Context: an optimization exercise on an open-source flow, tuned for a short achievable clock period and few clock cycles per item. The choices shown serve that exercise and are no tape-out recipe. Where RTL was checked, it was by simulation tests only, not by an equivalence proof against the original.

==> flow/design.v <==
`default_nettype none
package bsr_format_pkg;
    typedef enum logic [1:0] {
        META_ROW_PTR = 2'd0,   
        META_COL_IDX = 2'd1    
    } meta_kind_e;
    parameter int META_ADDR_W = 8;    
    parameter int BLK_IDX_W   = 16;   
    parameter int BLK_POS_W   = 16;   
    typedef struct packed {
        meta_kind_e             kind;   
        logic [META_ADDR_W-1:0] addr;   
    } meta_req_t;
endpackage
`default_nettype wire
`default_nettype none
package bsr_sched_pkg;
    typedef enum logic [3:0] {
        IDLE        = 4'd0,    
        ROW_PTR_LO  = 4'd1,    
        ROW_PTR_HI  = 4'd2,    
        CHECK_EMPTY = 4'd3,    
        COL_IDX     = 4'd4,    
        LOAD        = 4'd5,    
        OFFER       = 4'd6,    
        WAIT_DONE   = 4'd7,    
        NEXT_BLOCK  = 4'd8,    
        NEXT_ROW    = 4'd9,    
        FINISH      = 4'd10    
    } sched_state_e;
    typedef struct packed {
        logic [15:0] row;   
        logic [15:0] col;   
    } block_pos_t;
endpackage
`default_nettype wire
`default_nettype none
import bsr_format_pkg::*;
import bsr_sched_pkg::*;
module bsr_scheduler
#(
    parameter int BLOCK_DIM = 8   
) (
    input  wire logic        clk_gated,
    input  wire logic        rst_n,
    input  wire logic        start,
    input  wire logic [15:0] cfg_num_block_rows,
    output logic             meta_rd_en,
    output bsr_format_pkg::meta_req_t meta_req,
    input  wire logic [31:0] meta_rd_data,
    input  wire logic        meta_rd_valid,
    output logic             block_rd_en,
    output logic [31:0]      block_rd_addr,
    input  wire logic [7:0]  block_rd_data,
    output logic             systolic_valid,
    output logic [8*BLOCK_DIM*BLOCK_DIM-1:0] systolic_block,
    output bsr_sched_pkg::block_pos_t systolic_pos,
    input  wire logic        systolic_ready,
    input  wire logic        systolic_done,
    output logic             busy,
    output logic             done,
    output logic [31:0]      blocks_processed
);
    localparam int NBYTES = BLOCK_DIM * BLOCK_DIM;
    localparam int CNT_W  = $clog2(NBYTES);
    localparam logic [CNT_W-1:0] KLAST = CNT_W'(NBYTES - 1);
    localparam int MS_RP0  = 0;   
    localparam int MS_RP   = 1;   
    localparam int MS_CHKA = 2;   
    localparam int MS_CHK  = 3;   
    localparam int MS_COL  = 4;   
    localparam int MS_NROW = 5;   
    localparam int MS_END  = 6;   
    localparam int MS_N    = 7;
    logic            run_start;   
    logic            hand;        
    logic [MS_N-1:0] ms;
    logic            q0v, q1v;    
    logic            pop;         
    logic            nbusy;       
    logic            vld_i;       
    assign run_start = start & nbusy;
    assign hand      = vld_i & systolic_ready;
    logic [15:0] num_rows;
    logic        abusy;   
    logic        fin;     
    logic        busy_n;
    logic        done_n;
    assign fin = ~nbusy & ms[MS_END] & ~q0v & ~vld_i & (~abusy | systolic_done);
    always_comb begin
        busy_n = ~nbusy;
        done_n = done;
        if (run_start) begin
            busy_n = (cfg_num_block_rows != 16'd0);
            done_n = (cfg_num_block_rows == 16'd0);   
        end else if (fin) begin
            busy_n = 1'b0;
            done_n = 1'b1;
        end
    end
    always_ff @(posedge clk_gated or negedge rst_n) begin
        if (!rst_n) begin
            busy   <= 1'b0;
            nbusy  <= 1'b1;
            done   <= 1'b0;
            abusy  <= 1'b0;
        end else begin
            busy   <= busy_n;
            nbusy  <= ~busy_n;
            done <= done_n;
            if (run_start) begin
                abusy <= 1'b0;
            end else if (hand) begin
                abusy <= 1'b1;
            end else if (systolic_done) begin
                abusy <= 1'b0;
            end
        end
    end
    always_ff @(posedge clk_gated) begin
        if (run_start) begin
            num_rows <= cfg_num_block_rows;
        end
    end
    logic [7:0] bp_lo_n, bp_hi_n;   
    logic [7:0] bp_lo_x, bp_hi_x;   
    logic       bp_c;
    assign bp_lo_x = run_start ? 8'd0 : ~bp_lo_n + {7'd0, hand};
    assign bp_hi_x = run_start ? 8'd0 : ~bp_hi_n + {7'd0, bp_c};
    assign blocks_processed[31:16] = 16'd0;
    always_ff @(posedge clk_gated or negedge rst_n) begin
        if (!rst_n) begin
            blocks_processed[15:0] <= '0;
            bp_lo_n                <= '1;
            bp_hi_n                <= '1;
            bp_c                   <= 1'b0;
        end else begin
            blocks_processed[15:0] <= {bp_hi_x, bp_lo_x};
            bp_lo_n                <= ~bp_lo_x;
            bp_hi_n                <= ~bp_hi_x;
            bp_c                   <= ~run_start & hand & (bp_lo_n == 8'h00);
        end
    end
    logic            pending;     
    logic            mv_q;        
    logic [15:0]     md_q;        
    logic [15:0]     r;           
    logic [15:0]     rn;          
    logic [15:0]     rn1;         
    logic [15:0]     rend;        
    logic [15:0]     jm;          
    logic [15:0]     jm1;         
    logic            j_eq;        
    logic            r_eq;        
    logic            push;        
    logic            go_row0;     
    logic            go_rp;       
    logic            go_col;      
    logic [MS_N-1:0] ms_n;
    logic [9:0]      mreq_n;      
    logic [9:0]      mreq_x;      
    assign push    = ms[MS_COL] & mv_q;
    assign go_row0 = run_start & (cfg_num_block_rows != 16'd0);
    assign go_col  = ms[MS_CHK] & ~j_eq & ~q1v;
    assign go_rp   = (ms[MS_RP0] & mv_q) | (ms[MS_NROW] & ~r_eq);
    always_comb begin
        ms_n          = ms;
        ms_n[MS_RP0]  = ms[MS_RP0] & ~mv_q;
        ms_n[MS_RP]   = (ms[MS_RP] & ~mv_q) | go_rp;
        ms_n[MS_CHKA] = (ms[MS_RP] | ms[MS_COL]) & mv_q;
        ms_n[MS_CHK]  = ms[MS_CHKA] | (ms[MS_CHK] & ~j_eq & q1v);
        ms_n[MS_COL]  = (ms[MS_COL] & ~mv_q) | go_col;
        ms_n[MS_NROW] = ms[MS_CHK] & j_eq;
        ms_n[MS_END]  = ms[MS_END] | (ms[MS_NROW] & r_eq);
        if (run_start) begin
            ms_n         = '0;
            ms_n[MS_RP0] = go_row0;
        end
    end
    always_comb begin
        mreq_x = ~mreq_n;
        if (run_start) begin
            mreq_x = {META_ROW_PTR, 8'd0};
        end else if (ms[MS_RP0] & mv_q) begin
            mreq_x = {META_ROW_PTR, 8'd1};
        end else if (ms[MS_CHK]) begin
            mreq_x = {META_COL_IDX, jm[META_ADDR_W-1:0]};
        end else if (ms[MS_NROW]) begin
            mreq_x = {META_ROW_PTR, rn1[META_ADDR_W-1:0]};
        end
    end
    always_ff @(posedge clk_gated or negedge rst_n) begin
        if (!rst_n) begin
            ms         <= '0;
            pending    <= 1'b0;
            mv_q       <= 1'b0;
            meta_rd_en <= 1'b0;
        end else begin
            ms         <= ms_n;
            mv_q       <= pending & meta_rd_valid;
            meta_rd_en <= go_row0 | go_rp | go_col;
            pending    <= go_row0 | go_rp | go_col | (pending & ~meta_rd_valid);
        end
    end
    always_ff @(posedge clk_gated) begin
        md_q     <= meta_rd_data[15:0];
        jm1      <= jm + 16'd1;
        rn1      <= rn + 16'd1;
        j_eq     <= (jm == rend);
        r_eq     <= (rn == num_rows);
        meta_req <= mreq_x;
        mreq_n   <= ~mreq_x;
        if (ms[MS_RP0] & mv_q) begin
            jm <= md_q;
            r  <= '0;
            rn <= 16'd1;
        end
        if (ms[MS_RP] & mv_q) begin
            rend <= md_q;
        end
        if (push) begin
            jm <= jm1;
        end
        if (ms[MS_NROW]) begin
            r  <= rn;
            rn <= rn1;
        end
    end
    logic [31:0] q0, q1;
    always_ff @(posedge clk_gated or negedge rst_n) begin
        if (!rst_n) begin
            q0v <= 1'b0;
            q1v <= 1'b0;
        end else if (run_start) begin
            q0v <= 1'b0;
            q1v <= 1'b0;
        end else if (push & ~pop) begin
            q0v <= 1'b1;
            q1v <= q0v;
        end else if (pop & ~push) begin
            q0v <= q1v;
            q1v <= 1'b0;
        end
    end
    always_ff @(posedge clk_gated) begin
        if (push & (pop ? ~q1v : ~q0v)) begin
            q0 <= {r, md_q};
        end else if (pop) begin
            q0 <= q1;
        end
        if (push) begin
            q1 <= {r, md_q};
        end
    end
    logic             srun;     
    logic             rd;       
    logic             rd_x;     
    logic [15:0]      jr_n;     
    logic [15:0]      jr_c;     
    logic [15:0]      jr_x;
    logic [15:0]      jr1;      
    logic [CNT_W-1:0] kr_n;     
    logic [CNT_W-1:0] kr_c;     
    logic [CNT_W-1:0] kr_x;
    logic [15:0]      jr_q;     
    logic [CNT_W-1:0] kr_q;
    logic [CNT_W-1:0] k1;       
    logic             v1;       
    logic             l1;       
    logic             acc;      
    logic             drop;     
    logic             sgo;      
    logic             stop;
    logic [31:0]      pos_n;    
    logic [31:0]      pos_x;
    assign jr_c = ~jr_n;
    assign kr_c = ~kr_n;
    assign acc  = ~vld_i | systolic_ready;
    assign drop = v1 & ~acc;
    assign pop  = v1 & l1;   
    assign stop = ms[MS_END] & ~q0v;
    assign sgo  = ms[MS_RP0] & pending & meta_rd_valid;
    always_comb begin
        kr_x = kr_c;
        jr_x = jr_c;
        if (sgo) begin
            kr_x = '0;
            jr_x = meta_rd_data[15:0];
        end else if (drop) begin
            kr_x = k1;
        end else if (rd) begin
            kr_x = kr_c + 1'b1;
            if (kr_c == KLAST) begin
                jr_x = jr1;
            end
        end
        if (run_start | stop) begin
            rd_x = 1'b0;
        end else if (sgo) begin
            rd_x = 1'b1;
        end else begin
            rd_x = srun & ((kr_x != KLAST) | q0v);
        end
    end
    assign block_rd_addr = {10'd0, jr_q, kr_q};
    always_ff @(posedge clk_gated or negedge rst_n) begin
        if (!rst_n) begin
            srun        <= 1'b0;
            block_rd_en <= 1'b0;
            v1          <= 1'b0;
            l1          <= 1'b0;
        end else begin
            v1          <= rd & ~drop;   
            l1          <= rd & (kr_c == KLAST);
            block_rd_en <= rd_x;
            if (run_start | stop) begin
                srun <= 1'b0;
            end else if (sgo) begin
                srun <= 1'b1;
            end
        end
    end
    always_ff @(posedge clk_gated) begin
        rd   <= rd_x;   
        jr1  <= jr_c + 16'd1;
        k1   <= kr_c;
        jr_q <= jr_x;
        jr_n <= ~jr_x;
        kr_q <= kr_x;
        kr_n <= ~kr_x;
        for (int b = 0; b < NBYTES; b++) begin
            if (v1 & acc & (k1 == CNT_W'(b))) begin
                systolic_block[8*b +: 8] <= block_rd_data;   
            end
        end
        systolic_pos <= pos_x;
        pos_n        <= ~pos_x;
    end
    assign pos_x   = pop ? q0 : ~pos_n;
    always_ff @(posedge clk_gated or negedge rst_n) begin
        if (!rst_n) begin
            systolic_valid <= 1'b0;
            vld_i          <= 1'b0;
        end else begin
            systolic_valid <= pop | (systolic_valid & ~systolic_ready);
            vld_i          <= pop | (vld_i & ~systolic_ready);
        end
    end
endmodule
`default_nettype wire
Settings: LEC_CHECK=0, CAP_MARGIN=20, CORE_MARGIN=2, CORE_UTILIZATION=30, CTS_CLUSTER_DIAMETER=100, CTS_CLUSTER_SIZE=25, PLACE_DENSITY=0.5, SETUP_SLACK_MARGIN=2.2, SLEW_MARGIN=20; clock period 4.0 ns.
run.sh (not shown) runs the stock make flow with config.mk's settings and CLKGATE_MAP_FILE= SYNTH_SCRIPT=/design/flow/synth_recipe.tcl, a recipe that flattens the netlist after the stock synthesis.
==> next run, changes <==
--- a/flow/design.v
+++ b/flow/design.v
@@ -78,15 +78,15 @@
     logic            q0v, q1v;    
     logic            pop;         
     logic            nbusy;       
-    logic            vld_i;       
+    logic            ofree;       
     assign run_start = start & nbusy;
-    assign hand      = vld_i & systolic_ready;
+    assign hand      = ~ofree & systolic_ready;
     logic [15:0] num_rows;
     logic        abusy;   
     logic        fin;     
     logic        busy_n;
     logic        done_n;
-    assign fin = ~nbusy & ms[MS_END] & ~q0v & ~vld_i & (~abusy | systolic_done);
+    assign fin = ~nbusy & ms[MS_END] & ~q0v & ofree & (~abusy | systolic_done);
     always_comb begin
         busy_n = ~nbusy;
         done_n = done;
@@ -100,14 +100,14 @@
     end
     always_ff @(posedge clk_gated or negedge rst_n) begin
         if (!rst_n) begin
-            busy   <= 1'b0;
-            nbusy  <= 1'b1;
-            done   <= 1'b0;
-            abusy  <= 1'b0;
+            busy  <= 1'b0;
+            nbusy <= 1'b1;
+            done  <= 1'b0;
+            abusy <= 1'b0;
         end else begin
-            busy   <= busy_n;
-            nbusy  <= ~busy_n;
-            done <= done_n;
+            busy  <= busy_n;
+            nbusy <= ~busy_n;
+            done  <= done_n;
             if (run_start) begin
                 abusy <= 1'b0;
             end else if (hand) begin
@@ -253,6 +253,7 @@
         end
     end
     logic             srun;     
+    logic             nrd;      
     logic             rd;       
     logic             rd_x;     
     logic [15:0]      jr_n;     
@@ -273,9 +274,11 @@
     logic             stop;
     logic [31:0]      pos_n;    
     logic [31:0]      pos_x;
+    logic             valid_x;
+    assign rd   = ~nrd;
     assign jr_c = ~jr_n;
     assign kr_c = ~kr_n;
-    assign acc  = ~vld_i | systolic_ready;
+    assign acc  = ofree | systolic_ready;
     assign drop = v1 & ~acc;
     assign pop  = v1 & l1;   
     assign stop = ms[MS_END] & ~q0v;
@@ -307,12 +310,14 @@
         if (!rst_n) begin
             srun        <= 1'b0;
             block_rd_en <= 1'b0;
+            nrd         <= 1'b1;
             v1          <= 1'b0;
             l1          <= 1'b0;
         end else begin
             v1          <= rd & ~drop;   
             l1          <= rd & (kr_c == KLAST);
             block_rd_en <= rd_x;
+            nrd         <= ~rd_x;
             if (run_start | stop) begin
                 srun <= 1'b0;
             end else if (sgo) begin
@@ -321,7 +326,6 @@
         end
     end
     always_ff @(posedge clk_gated) begin
-        rd   <= rd_x;   
         jr1  <= jr_c + 16'd1;
         k1   <= kr_c;
         jr_q <= jr_x;
@@ -337,13 +341,14 @@
         pos_n        <= ~pos_x;
     end
     assign pos_x   = pop ? q0 : ~pos_n;
+    assign valid_x = pop | (~ofree & ~systolic_ready);
     always_ff @(posedge clk_gated or negedge rst_n) begin
         if (!rst_n) begin
             systolic_valid <= 1'b0;
-            vld_i          <= 1'b0;
+            ofree          <= 1'b1;
         end else begin
-            systolic_valid <= pop | (systolic_valid & ~systolic_ready);
-            vld_i          <= pop | (vld_i & ~systolic_ready);
+            systolic_valid <= valid_x;
+            ofree          <= ~valid_x;
         end
     end
 endmodule
Effect:
- The changed run finished with timing, DRC and antenna clean
- routed wire length goes up by 3.0%
- die area hardly moves
- critical path depth goes down by 5
- final area goes up by 2.1%
- synthesized cell count goes down by about 0.4%
- setup slack gets better by 0.090 ns
- synthesized area stays flat
Testbench counts after the change, summed over its fixed seeds: cycles 56,319, items 858.
The RTL of the first run of this note was laid out without a check of its function.

[re-timing with driven ports]
The flow's constraints put no driver on any port. The routed layouts listed below were extracted and timed again, unchanged, in two steps. Step 1 (the two cells are an assumption about what drives the block):
set clk [get_ports {clk_gated}]
set_driving_cell -lib_cell sky130_fd_sc_hd__clkbuf_16 $clk
set_driving_cell -lib_cell sky130_fd_sc_hd__buf_2 [delete_from_list [all_inputs] $clk]
Step 2 times the ports against the registers' clock, not the clock port: input delays grow and output delays shrink by t, the midpoint of the rising clock arrivals with the driver on. Slacks: ideal / step 1 / step 2; pairs: ideal / step 1.
run	t (ns)	slack for setup (ns)	slew at the worst register clock pin (ns)	pins driven straight from the clock port
the first run	0.687	1.865 / 1.862 / 1.175	0.10 / 0.10	1
the second run	0.685	1.954 / 1.889 / 1.458	0.10 / 0.10	1
After both steps setup and hold are still met in every run listed. The setup slack of the first run, which loses most, moves by -0.003 ns with the drivers and by -0.690 ns with both steps.
